This design comes from an exercise in tuning for small area, a short achievable clock period and few clock cycles on the open sky130 flow, not from production work.
RTL that was checked went through simulation tests only; none was proved equivalent to the original.
No driver is modelled on the clock port, so clock power and skew are understated where the tree is cut down; a real chip needs a root buffer or a tree.
No activity file was given, so power comes from the tool's default toggle rates.

## alpha
Design packet_header_decoder_crc32_top, start of the top module:
module packet_header_decoder_crc32_top (
  input  logic                      clk_i,
  input  logic                      rst_ni,
  input  logic                      in_valid_i,
  output logic                      in_ready_o,
  input  logic [7:0]                data_byte_i,
  input  logic                      last_byte_i,
  output logic                      out_valid_o,
  input  logic                      out_ready_i,
  output logic [2:0]                status_o,
  output logic [1:0]                pkt_type_o,
  output logic                      truncated_o,
  output logic [phdc_pkg::WinW-1:0] window_o,
  output logic [phdc_pkg::LenW-1:0] payload_length_o,
  output logic [7:0]                seqnum_o,
  output logic [31:0]               timestamp_o,
  output logic [phdc_pkg::CrcW-1:0] header_crc_o,
  output logic [phdc_pkg::CrcW-1:0] payload_crc_o,
  output logic                      payload_crc_checked_o,
  input  logic                      cfg_valid_i,
  output logic                      cfg_ready_o,
  input  logic [0:0]                cfg_index_i,
  input  logic [phdc_pkg::LenW-1:0] cfg_data_i
);
  logic            in_valid_q;
  logic [7:0]      in_data_q;
  logic            in_last_q;
  logic            out_valid_q;
  phdc_pkg::res_t  res;
  logic [WinW-1:0] window_limit_q;
  logic [LenW-1:0] payload_limit_q;
  logic in_ready_q, out_valid_d;
  assign in_ready_o = in_ready_q;
  always_ff @(posedge clk_i or negedge rst_ni) begin
    if (!rst_ni) begin
      in_valid_q <= 1'b0;
      in_ready_q <= 1'b0;
    end else begin
      in_valid_q <= in_valid_i && in_ready_o;
      in_ready_q <= !out_valid_d && !(in_valid_i && in_ready_o && last_byte_i);
    end
  end
  always_ff @(posedge clk_i) begin
    in_data_q <= data_byte_i;
    in_last_q <= last_byte_i;
  end
  assign cfg_ready_o = 1'b1;
  always_ff @(posedge clk_i or negedge rst_ni) begin
    if (!rst_ni) begin
      window_limit_q  <= WindowLimitRst;
      payload_limit_q <= PayloadLimitRst;
    end else if (cfg_valid_i) begin
      unique case (cfg_index_i)
        CfgWindowLimit:  window_limit_q  <= cfg_data_i[WinW-1:0];
  ...
Size in the first run: about 190 flip-flops, ~8800 µm² of cells after synthesis.
clock: 11.0 ns
lec_check: 0
cap_margin: 20
core_margin: 2
core_utilization: 70
cts_buf_list: sky130_fd_sc_hd__clkbuf_8
setup_slack_margin: 0.5
slew_margin: 20
standard.sh (not shown) runs the stock make flow with config.mk's settings and CLKGATE_MAP_FILE= SYNTH_SCRIPT=/design/flow/synth_recipe.tcl, a recipe that flattens the netlist after the stock synthesis.
==> flow/flow/run.sh <==
#!/bin/bash
# Standard ORFS layout (standard.sh, with the standard synthesis), except:
#  - the port buffers are made from the smallest buffer cell;
#  - clock tree synthesis arguments from flow/cts_args.txt, if present;
#  - extra ORFS make variables for the layout steps from flow/make_vars.txt.
# The clock period and constraints are the design's (constraint.sdc as given).
# Each make run writes its full output to its own log in this folder.
set -euo pipefail
MARGIN=$(cat flow/setup_margin.txt)
EXTRA=""
if [[ -f flow/make_vars.txt ]]; then
  EXTRA="$(cat flow/make_vars.txt)"
fi
export BUFFER_PORTS_ARGS="-buffer_cell sky130_fd_sc_hd__buf_1"
if [[ -f flow/cts_args.txt ]]; then
  export CTS_ARGS="$(cat flow/cts_args.txt)"
fi
sed -E "s/SETUP_SLACK_MARGIN=[^ ]+/SETUP_SLACK_MARGIN=${MARGIN} ${EXTRA}/" standard.sh > standard_tuned.sh
bash standard.sh synth > synth_make.log 2>&1
bash standard_tuned.sh > layout_make.log 2>&1
==> flow/flow/cts_args.txt <==
-sink_clustering_enable -repair_clock_nets -dont_use_dummy_load -buf_list sky130_fd_sc_hd__clkbuf_8
==> flow/flow/make_vars.txt <==
MATCH_CELL_FOOTPRINT=0
==> flow/flow/setup_margin.txt <==
7.6
alpha: all stages complete, timing, DRC and antenna checks passed
#### Input delta (beta over alpha)
==> flow/flow/run.sh <==
#!/bin/bash
# Standard ORFS layout (standard.sh, with the standard synthesis), except:
#  - the port buffers are made from the smallest buffer cell;
#  - clock tree synthesis arguments from flow/cts_args.txt, if present.
# The clock period and constraints are the design's (constraint.sdc as given).
set -euo pipefail
MARGIN=$(cat flow/setup_margin.txt)
export BUFFER_PORTS_ARGS="-buffer_cell sky130_fd_sc_hd__buf_1"
if [[ -f flow/cts_args.txt ]]; then
  export CTS_ARGS="$(cat flow/cts_args.txt)"
fi
sed -E "s/SETUP_SLACK_MARGIN=[^ ]+/SETUP_SLACK_MARGIN=${MARGIN}/" standard.sh > standard_margin.sh
bash standard.sh synth > synth_make.log 2>&1
bash standard_margin.sh > layout_make.log 2>&1
==> flow/flow/setup_margin.txt <==
7.75
removed: flow/flow/make_vars.txt
Between beta and alpha, it is beta whose clock group share of total power is lower, by 0.2 points. Compared to alpha, beta reaches a higher achievable clock. Between alpha and beta, time the worst path needs with I/O delays and setup decreased. Via count of the first global-routing pass delta for beta relative to alpha: 143 higher.
Function was not checked in any run of this note: the RTL went through the layout flow alone.

---

packet_header_decoder_crc32_top, a different RTL version from the one above (not shown whole).
Size in the first run: ~780 cells after synthesis, ~190 flip-flops, ~160 I/O pins, about 0.0087 mm² of cells after synthesis.
clock: 11.0 ns
lec_check: 0
cap_margin: 20
core_margin: 2
core_utilization: 70
cts_buf_list: sky130_fd_sc_hd__clkbuf_8
setup_slack_margin: 0.5
slew_margin: 20
==> flow/flow/run.sh <==
#!/bin/bash
# Standard ORFS layout (standard.sh, with the standard synthesis), except:
#  - the port buffers are made from the smallest buffer cell;
#  - extra ORFS make variables for the layout steps from flow/make_vars.txt;
#  - flow/clock_tree.tcl builds the clock tree (the clock port drives four
#    mid inverters, each driving two leaf inverters, each leaf driving one
#    cluster of flip-flops) in place of ORFS's
#    CTS step, then repairs timing as that step does; make then carries on
#    from its result with global routing.
# The clock period and constraints are the design's (constraint.sdc as given).
# Each tool run writes its full output to its own log in this folder.
set -euo pipefail
MARGIN=$(cat flow/setup_margin.txt)
EXTRA=""
if [[ -f flow/make_vars.txt ]]; then
  EXTRA="$(cat flow/make_vars.txt)"
fi
export BUFFER_PORTS_ARGS="-buffer_cell sky130_fd_sc_hd__buf_1"
sed -E "s/SETUP_SLACK_MARGIN=[^ ]+/SETUP_SLACK_MARGIN=${MARGIN} ${EXTRA}/" standard.sh > standard_tuned.sh
bash standard.sh synth > synth_make.log 2>&1
bash standard_tuned.sh place > place_make.log 2>&1
export RESULTS="$PWD/orfs/results/${FLOW_PLATFORM}/packet_header_decoder_crc32_top/base"
export PLATFORM_DIR="$FLOW_HOME/platforms/${FLOW_PLATFORM}"
export LIB_FILE="$PLATFORM_DIR/lib/sky130_fd_sc_hd__tt_025C_1v80.lib"
export SETUP_MARGIN="$MARGIN"
export DONT_USE_CELLS="$(make -s -C "$FLOW_HOME" DESIGN_CONFIG="$PWD/config.mk" print-DONT_USE_CELLS 2> dont_use.log | sed -n 's/^DONT_USE_CELLS *[:=]* *//p')"
export NLEAF=$(cat flow/clock_leaves.txt)
export LEAF_BUF=$(cat flow/clock_leaf.txt)
export MID_FANOUT=2
export ROOT_BUF=$(cat flow/clock_root.txt)
openroad -no_init -exit flow/clock_tree.tcl > clock_tree.log 2>&1
bash standard_tuned.sh > layout_make.log 2>&1
==> flow/flow/setup_margin.txt <==
8.1
Other scripts of this flow, unchanged in this note and not shown: flow/flow/clock_leaf.txt, flow/flow/clock_leaves.txt, flow/flow/clock_root.txt, flow/flow/clock_tree.tcl, flow/flow/make_vars.txt
Testbench counts at the start, summed over its fixed seeds: cycles 160,438.
Edit:
==> flow/flow/setup_margin.txt (replaced) <==
8.0
Final cell count went down by 1.6%.
Synthesized area is unchanged.
Setup slack loses 12 ps.
First-iteration DRC count climbs by 12%.
Maximum frequency came out lower by 0.40%.
Worst hold slack gains 15 ps.
Wire length goes down by 5.5%.
Edit:
--- a/flow/config.mk
+++ b/flow/config.mk
@@ -8,6 +8,5 @@
 export CAP_MARGIN = 20
 export CORE_MARGIN = 2
-export CORE_UTILIZATION = 70
-export CTS_BUF_LIST = sky130_fd_sc_hd__clkbuf_8
+export CORE_UTILIZATION = 80
 export SETUP_SLACK_MARGIN = 0.5
 export SLEW_MARGIN = 20
After rerunning: The changed run finished clean. Routed wire length goes up by 47%. Combinational power went up by 23%. Worst setup slack is worse by 230 ps. Critical path depth rises by 2. Final area hardly moves. Clock power climbs by about 5%. Final cell count fell by about 3%. Hold slack stays flat. Die area goes down by about 12%.
In every run of this note, the design's own scripts or RTL, not TritonCTS, make the clock network.

==> afterwards: timing with drivers on the ports <==
The results above use ideal ports. As a check the final layouts listed here were re-extracted and re-timed, cells and wires unchanged. Step 1, drivers: a clkbuf_16 drives clk_i and a buf_2 each remaining input, both assumed. Step 2 adds t to the input delays and takes it off the output delays; t is the mean of the earliest and latest rising clock arrival at the registers after step 1. Input paths then give back, and output paths get back, about the clock's delay inside the block. Three values: no drivers, after step 1, after step 2; two values: the first two.
run | t, ns | setup WS [ns] | worst hold slack (ns) | latest minus earliest clock arrival (ns) | worst data-port slew with drivers (ns)
alpha | 0.484 | 7.643 / 7.605 / 7.713 | 0.516 / 0.516 / 0.516 | 0.030 / 0.030 | 0.05
beta | 0.486 | 7.658 / 7.619 / 7.723 | 0.494 / 0.494 / 0.494 | 0.035 / 0.035 | 0.05
the first run of note 2 | 0.301 | 8.011 / 7.879 / 7.844 | 0.496 / 0.496 / 0.496 | 0.018 / 0.018 | 0.04
the second run of note 2 | 0.291 | 7.999 / 7.871 / 7.828 | 0.511 / 0.512 / 0.512 | 0.015 / 0.016 | 0.04
the third run of note 2 | 0.304 | 7.771 / 7.771 / 7.762 | 0.512 / 0.512 / 0.512 | 0.023 / 0.024 | 0.05
After both steps setup and hold are still met in every run listed. The setup slack of the second run of note 2, which loses most, moves by -0.128 ns with the drivers and by -0.171 ns with both steps.
